This design comes from an exercise in tuning for small area, a short achievable clock period and few clock cycles per item on the open sky130 flow, not from production work. In this exercise RTL edits were held to simulation tests only and were not proved equivalent to the original. No activity file was given, so power comes from the tool's default toggle rates.

==> flow/design.v, too long to show whole: its modules and the start of the top module <==
// module unison_polyblep_saw_oscillator: 1456 lines
module unison_polyblep_saw_oscillator (
  input  logic                         clk,
  input  logic                         rst,
  input  logic                         in_valid,
  output logic                         in_ready,
  input  logic                         restart,
  output logic                         out_valid,
  input  logic                         out_ready,
  output logic signed [OUT_W-1:0]      sample_out,
  input  logic                         cfg_valid,
  output logic                         cfg_ready,
  input  logic        [CFG_IDX_W-1:0]  cfg_index,
  input  logic        [CFG_DATA_W-1:0] cfg_data
);
  // ...
==> flow/run.sh <==
#!/bin/bash
# synth_recipe.tcl (not shown) runs the flow's synth.tcl, then flattens the netlist and writes it again
# the make line also repeats each setting of config.mk as NAME=value (left out here)
make -C /OpenROAD-flow-scripts/flow DESIGN_CONFIG=/design/flow/config.mk WORK_HOME=/design/flow/orfs CLKGATE_MAP_FILE= SYNTH_SCRIPT=/design/flow/synth_recipe.tcl finish
==> flow/config.mk <==
export PLATFORM = sky130hd
export DESIGN_NAME = unison_polyblep_saw_oscillator
export DESIGN_NICKNAME = unison_polyblep_saw_oscillator
export VERILOG_FILES = /design/flow/design.v
export SDC_FILE = /design/flow/constraint.sdc
export NUM_CORES = 4
export LEC_CHECK = 0
export CAP_MARGIN = 20
export CORE_MARGIN = 2
export CORE_UTILIZATION = 40
export PLACE_DENSITY = 0.6
export SETUP_SLACK_MARGIN = 5
export SLEW_MARGIN = 20
==> flow/constraint.sdc <==
create_clock -name core_clock -period 12.5 [get_ports {clk}]
set_input_delay 2.5000 -clock core_clock [delete_from_list [all_inputs] [get_ports {clk}]]
set_output_delay 2.5000 -clock core_clock [all_outputs]
set_load 0.01 [all_outputs]
==> results.toml, run 1 <==
[outcome]
status = "no timing/DRC/antenna violations"

[detailed_routing]
drt-vias-per-instance = 5.97
met1_length_um = 136000
top_layer = "met5"
drc = 0

[layout]
fin_nets = 11100
n_fill_cell = 19600
final_cells = 12500
n_sequential_cell = 711
design_area_um2 = 95300

[power]
share_comb_of_total_power = 0.726
switchingPower_mw = 11.3
seq_power_mw = 3.33
ir_worst_vdd_mv = 0.551
p_per_area_nw_per_um2 = 237

[sta]
tns_ns = 0
tightest_slew_ns = 1.21
post-route-min-period_ns = 8.72

[yosys]
netlist_area_um2 = 82500
synth_top_family_by_area = "adder cells"
syn_avg_cell_area_um2 = 8.47
synth_xor_area_frac = 0.106
synth_adder_area_share = 0.259
yosysWarnings = 4
synth-main-ff-cell = "dfxtp_1"
synth_common_cells = "894 x inv_1, 802 x nand2_1, 795 x nor2_1, 753 x ha_1, 739 x xnor2_1"

[critical_path]
crit_path_start = "gs[1]"
worstSetupPathType = "reg -> reg"

[global_route]
top_usage_layer = "met2"
gr-usage-met2 = 0.482
overflow = 0

[placed_design]
dp_cells = 12000
pre_cts_ws_ns = 2.28

[min_path]
min_from = "last_p"

[cts]
h-tree-depth = 3

[die]
fp.dieW_um = 458
Testbench counts, summed over its fixed seeds: cycles 10,195, samples 4,608.
==> run 2: changes to the inputs <==
--- a/flow/config.mk
+++ b/flow/config.mk
@@ -7,2 +7,3 @@
 export LEC_CHECK = 0
+export ABC_AREA = 1
 export CAP_MARGIN = 20
==> results.toml, run 2 <==
[outcome]
status = "no timing/DRC/antenna violations"

[detailed_routing]
drt_iter0_drc = 7902
drtAntennaViolNets = 0
route.final.wire_length_um = 312000
dr.pass1.iters = 8
vias = 73000
wire_per_inst_um = 24.3
drc = 0
drt-vias-per-instance = 5.68

[min_path]
min_from = "blep_recip[8]"
min_path_cells = 2
hp-class = "reg -> reg"
hold_path_end = "blep_recip[8]"

[yosys]
synth_top_area_share = 0.151
synth_common_cells = "1,782 x inv_1, 1,264 x nand2_1, 875 x a21oi_1, 836 x nor2_1, 802 x xor2_1"
ys_types = 71
syn_avg_cell_area_um2 = 7.78
synth_nets = 11500
synth-edff-count = 285
netlist_top_cells_area = "fa_1 15%, ha_1 12%, edfxtp_1 11%, dfxtp_1 11%, xor2_1 8.9%"
yosysWarnings = 4
synth_top_area_cell = "fa_1"
ys_seq_area_frac = 0.216
yosys_register_bits = 711
yosysMostFrequentCell = "inv_1"
synthCells = 10200
synth-main-ff-cell = "dfxtp_1"
async_flop_share = 0
netlist_area_um2 = 79000

[power]
ir_worst_vdd_mv = 0.761
p_per_area_nw_per_um2 = 316
leakage_nw = 42.4

[cts]
cts_tree = "yes"
h-tree-depth = 3
numClockSinks = 711
cts_root_buffer = "clkbuf_16"
clock_path_buffers = 3
path_clk_slew_ns = 0.06
cts_inserted_buffers = 92
clk_latency_ns = 0.76

[sta]
fin_crit_sh = 0.630
slew_headroom = 0.221
fin_skew_ns = 0.0740
hold_violations = 0
rsz0062_at_grt = "yes"
post-route-min-period_ns = 7.88
tightest_slew_ns = 1.16
fmax_mhz = 127
setup_viol = 0
finalMaxSlewViolations = 0
hold_ws_ns = 0.478
tns_ns = 0

[critical_path]
regToRegSetupSlack_ns = 4.62
crit_arrival_ns = 8.47
cpPeakStageDelay_ns = 0.36
worstSetupPathType = "reg -> reg"
end_kind = "flop"
cp_num_buf_inv = 4
crit_slowest_cell = "ha_1"
critPathTopFamily = "compound AO/OA/AOI/OAI gates"
crit_fanout = 4
reg2reg_from = "gs[1]"
ff2ff_path_depth = 64
worstPathRequired_ns = 13.09
path_common_cell = "nand2_1"
crit_path_start = "gs[1]"
path_depth = 64
start_kind = "flop"

[placed_design]
port_buffers = 58
gp_congestion = 0.975
hpwl_um = 226000

[layout]
final_layout_size_suffix_gt1_frac = 0.0903
final_common_cell = "inv_1"
final_cell_mix = "1,753 x inv_1, 1,201 x nand2_1, 846 x a21oi_1, 798 x xor2_1, 783 x nor2_1"
syn_to_final_growth_pct = 12.4
top_regs = "increment: 160 flops, phase: 160 flops, gc: 65 flops"
fin_nets = 11500

[die]
fp.dieW_um = 448
die_h_um = 448
pin_count = 60
coreArea_um2 = 197000
initial_core_util = 0.401
num_rows = 163
dieArea_um2 = 201000

[global_route]
grt_first_pass_wirelength_um = 456000
grt_max_degree = 192
grt_use_total = 0.303
overflow = 0
grt_pass1_vias = 70600
antenna_found_initial = 6

[run]
maxCapViolations = 0
[run 2: final cells by class]
| type | instances | area (um2) |
|---|---|---|
| diodes | 3 | 7.51 |
| flip-flops and latches | 711 | 17100 |
| fillers | 19400 | 108000 |
| multi-input cells | 7140 | 54900 |
| repair buffers | 371 | 3290 |
| clock inverters | 53 | 699 |
| inverters | 1825 | 6900 |
| clock buffers | 119 | 2590 |
| well taps | 2640 | 3300 |
[run 2: worst reg2reg max path, delay by kind of cell, from the launching register on]
family / cells / cell delay [ns]
compound gates: 28 / 3.83
buf+inv: 4 / 0.29
fa+ha+maj: 3 / 0.90
xor+xnor: 2 / 0.32
flops: 1 / 0.32
simple gates: 27 / 2.06
[run 2: how the worst max path moves through the flow]
stage | to
after global placement | flop
after detailed placement | flop
after global routing | flop
final | flop
after CTS | flop
after floorplan | flop
[run 2: layer usage]
layer / track usage / up-vias / routed length [um]
met4: 0.167 / 8 / 20200
met1: 0.398 / 35200 / 126000
met2: 0.466 / 3817 / 135000
li1: - / 33200 / -
met3: 0.0605 / 819 / 30900
met5: 0 / - / 58
[run 2: timing repair]
action,4_1_cts,5_1_grt
cloned,4,10
pin swaps,30,136
resized for setup,145,325
buffers inserted,53,84
hold buffers,0,0
setup endpoints to repair,137,130
[run 2: cells by family (layout without fill, tap and decap cells)]
family          after synthesis  in the layout  share of synthesized area
simple gates               2551           2557                      0.134
buf+inv                    2312           2368                      0.111
xor+xnor                    888            888                     0.0985
fa+ha+maj                  1350           1350                      0.271
mux                           4              4                   0.000507
other cells                   1              4                  0.0000475
compound gates             2338           2340                      0.170
flops                       711            711                      0.216
[run 2: where the power goes]
part           internal (mW)  switching, mW  total (mW)  leakage (nW)
registers               3.31          0.314        3.63          6.20
clock network           1.73           1.23        2.96          1.60
logic                   8.40           13.1        21.5          34.6
[run 2: per-stage QoR]
step	util	power [mW]	std cells	setup WS (ns)	area, um2
after floorplan	-	15.8	10200	5.04	79000
after global placement	0.419	24.3	12500	2.90	82400
after detailed placement	0.419	24.3	12500	3.00	82400
after CTS	0.441	27.8	12800	4.08	86800
after global routing	0.451	30.3	12900	4.11	88800
final	0.451	28.0	12900	4.62	88800
==> run 3: changes to the inputs <==
--- a/flow/config.mk
+++ b/flow/config.mk
@@ -8,3 +8,3 @@
 export ABC_AREA = 1
-export CAP_MARGIN = 20
+export CAP_MARGIN = 10
 export CORE_MARGIN = 2
@@ -13,2 +13,2 @@
 export SETUP_SLACK_MARGIN = 5
-export SLEW_MARGIN = 20
+export SLEW_MARGIN = 10
==> results.toml, run 3 <==
[outcome]
status = "no timing/DRC/antenna violations"

[die]
dieArea_um2 = 201000
pin_count = 60
fp.dieW_um = 448
num_rows = 163
initial_core_util = 0.401
die_h_um = 448
coreArea_um2 = 197000

[detailed_routing]
wire_per_inst_um = 24.3
drt-vias-per-instance = 5.69
drt_iter0_drc = 7832
vias = 73500
drtAntennaViolNets = 0
dr.pass1.iters = 6
route.final.wire_length_um = 314000
drc = 0

[sta]
fmax_mhz = 125
finalMaxSlewViolations = 0
setup_viol = 0
tightest_slew_ns = 1.26
fin_ws_ns = 4.49
rsz0062_at_grt = "yes"
slew_headroom = 0.154
post-route-min-period_ns = 8.01
tns_ns = 0
fin_skew_ns = 0.0665
hold_violations = 0
fin_crit_sh = 0.641

[placed_design]
dp_cells = 12500
gp_congestion = 0.975
port_buffers = 58
pre_cts_ws_ns = 2.97
hpwl_um = 226000
place_area_um2 = 82400

[layout]
n_fill_cell = 19400
top_regs = "increment: 160 flops, phase: 160 flops, gc: 65 flops"
final_common_cell = "inv_1"
regArea_um2 = 17100
syn_to_final_growth_pct = 13.1
multi_input_area_um2 = 55000
final_cells = 12900
fin_nets = 11600
final_cell_mix = "1,751 x inv_1, 1,189 x nand2_1, 847 x a21oi_1, 795 x xor2_1, 779 x nor2_1"
design_area_um2 = 89300
final_layout_size_suffix_gt1_frac = 0.0996

[yosys]
synth_simple_gate_area_frac = 0.134
yosysWarnings = 4
synth_compound_area_frac = 0.170
netlist_top_cells_area = "fa_1 15%, ha_1 12%, edfxtp_1 11%, dfxtp_1 11%, xor2_1 8.9%"
syn_avg_cell_area_um2 = 7.78
ys_types = 71
synth_nets = 11500
synth_top_area_share = 0.151
synth-edff-count = 285
yosysMostFrequentCell = "inv_1"
synthMuxAreaShare = 0.000507
yosys_register_bits = 711
synth-main-ff-cell = "dfxtp_1"
ys_seq_area_frac = 0.216
synth_top_area_cell = "fa_1"
synth_adder_area_share = 0.271
netlist_area_um2 = 79000
synth_xor_area_frac = 0.0985
synth_common_cells = "1,782 x inv_1, 1,264 x nand2_1, 875 x a21oi_1, 836 x nor2_1, 802 x xor2_1"
async_flop_share = 0
synthCells = 10200
synth_top_family_by_area = "adder cells"

[run]
maxCapViolations = 0

[cts]
cts_tree = "yes"
clock_path_buffers = 3
cts_root_buffer = "clkbuf_16"
numClockSinks = 711
path_clk_slew_ns = 0.06
cts_inserted_buffers = 90
clk_latency_ns = 0.76
cts_hold_buffers = 0
h-tree-depth = 3

[global_route]
overflow = 0
grt_pass1_vias = 71500
antenna_found_initial = 8
grt_max_degree = 192
grt_first_pass_wirelength_um = 458000
grt_use_total = 0.304

[power]
p_per_area_nw_per_um2 = 311
ir_worst_vdd_mv = 0.698
share_comb_of_total_power = 0.769
netSwitchingFraction = 0.522
seq_power_share = 0.130
leakage_nw = 42.6
clkPwrFrac = 0.101
switchingPower_mw = 14.5
p_int_mw = 13.3

[critical_path]
worstPathRequired_ns = 13.06
worstSetupPathType = "reg -> reg"
end_kind = "flop"
cpPeakStageDelay_ns = 0.53
start_kind = "flop"
path_common_cell = "buf_4"
crit_arrival_ns = 8.57
crit_fanout = 5
crit_slowest_cell = "o21ai_0"

[min_path]
hp-class = "reg -> reg"
## run 3: repair_timing
| item | CTS | global route |
|---|---|---|
| cloned | 5 | 8 |
| setup buffers | 104 | 95 |
| endpoints found under the setup margin | 136 | 126 |
| pin swaps | 64 | 141 |
| gates resized for setup | 258 | 299 |
## run 3: cell families (layout without fill, tap and decap cells)
family                   count (synthesis)  in the layout
AO/OA/AOI/OAI                         2338           2340
XOR/XNOR                               888            888
adder cells (fa/ha/maj)               1350           1350
buffers and inverters                 2312           2427
flip-flops                             711            711
multiplexers                             4              4
other                                    1              9
AND/OR/NAND/NOR                       2551           2555
## run 3: cell type report
class,count,share of cell area
clock inverters,53,0.00626
diodes,8,0.000224
flip-flops and latches,711,0.192
clock buffers,115,0.0286
well taps,2640,0.0370
repair buffers,434,0.0430
inverters,1825,0.0773
multi-input cells,7138,0.616
## run 3: final timing paths
path | startpoint | to | slack (ns) | cells after the start
worst max-delay path | gc[1] | ma[30] | 4.49 | 52
worst max register to register | gc[1] | ma[30] | 4.49 | 52
worst min register to register | blep_recip[8] | blep_recip[8] | 0.47 | 2
worst min-delay path | blep_recip[8] | blep_recip[8] | 0.47 | 2
## run 3: routing by layer
layer,GRT usage,vias up,routed length [um]
met5,0,-,57
met3,0.0665,818,31200
met4,0.161,8,19600
li1,-,33300,-
met2,0.472,3772,137000
met1,0.396,35600,126000
## run 3: worst max-delay path: cells and delay by family, from the launching register on
| family | cells | cell delay (ns) |
|---|---|---|
| XOR/XNOR | 2 | 0.55 |
| AO/OA/AOI/OAI | 10 | 1.95 |
| buffers and inverters | 16 | 1.97 |
| flip-flops | 1 | 0.33 |
| adder cells (fa/ha/maj) | 2 | 0.62 |
| AND/OR/NAND/NOR | 22 | 2.36 |
## run 3: through the flow
stage	power [mW]	utilization	hold WS (ns)
3_3_place_gp	24.3	0.419	0.458
4_1_cts	27.7	0.444	0.475
2_1_floorplan	15.8	-	0.374
5_1_grt	30.0	0.454	0.493
6_report	27.8	0.454	0.473
3_5_place_dp	24.3	0.419	0.462
## run 3: power groups by stage
stage,sequential (mW),clock (mW),combinational [mW]
floorplan,3.49,0,12.3
global placement,3.65,0,20.6
detailed placement,3.65,0,20.6
CTS,3.61,2.84,21.3
global route,3.65,2.91,23.5
finish,3.63,2.81,21.4

-- re-timing with driven ports --
No port has a modelled driver above. Below, the same layouts with a new extraction and two added sets of constraints.
Step 1 (the two cells are an assumption about what drives the block):
set clk [get_ports {clk}]
set_driving_cell -lib_cell sky130_fd_sc_hd__clkbuf_16 $clk
set_driving_cell -lib_cell sky130_fd_sc_hd__buf_2 [delete_from_list [all_inputs] $clk]
Step 2, shift: input delay + t, output delay - t, t = (earliest + latest rising clock arrival at the registers) / 2. This alone moves slack from input paths to output paths.
Slacks: no drivers / after step 1 / after step 2; pairs: no drivers / after step 1.
| run | t (ns) | setup WS [ns] | worst hold slack (ns) | worst register clock-pin slew, ns |
|---|---|---|---|---|
| run 1 | 0.818 | 3.781 / 3.781 / 3.781 | 0.476 / 0.476 / 0.476 | 0.07 / 0.07 |
| run 2 | 0.820 | 4.621 / 4.621 / 4.621 | 0.478 / 0.478 / 0.478 | 0.08 / 0.08 |
| run 3 | 0.826 | 4.491 / 4.491 / 4.491 | 0.473 / 0.473 / 0.473 | 0.08 / 0.08 |
After both steps every run listed still meets setup and hold.
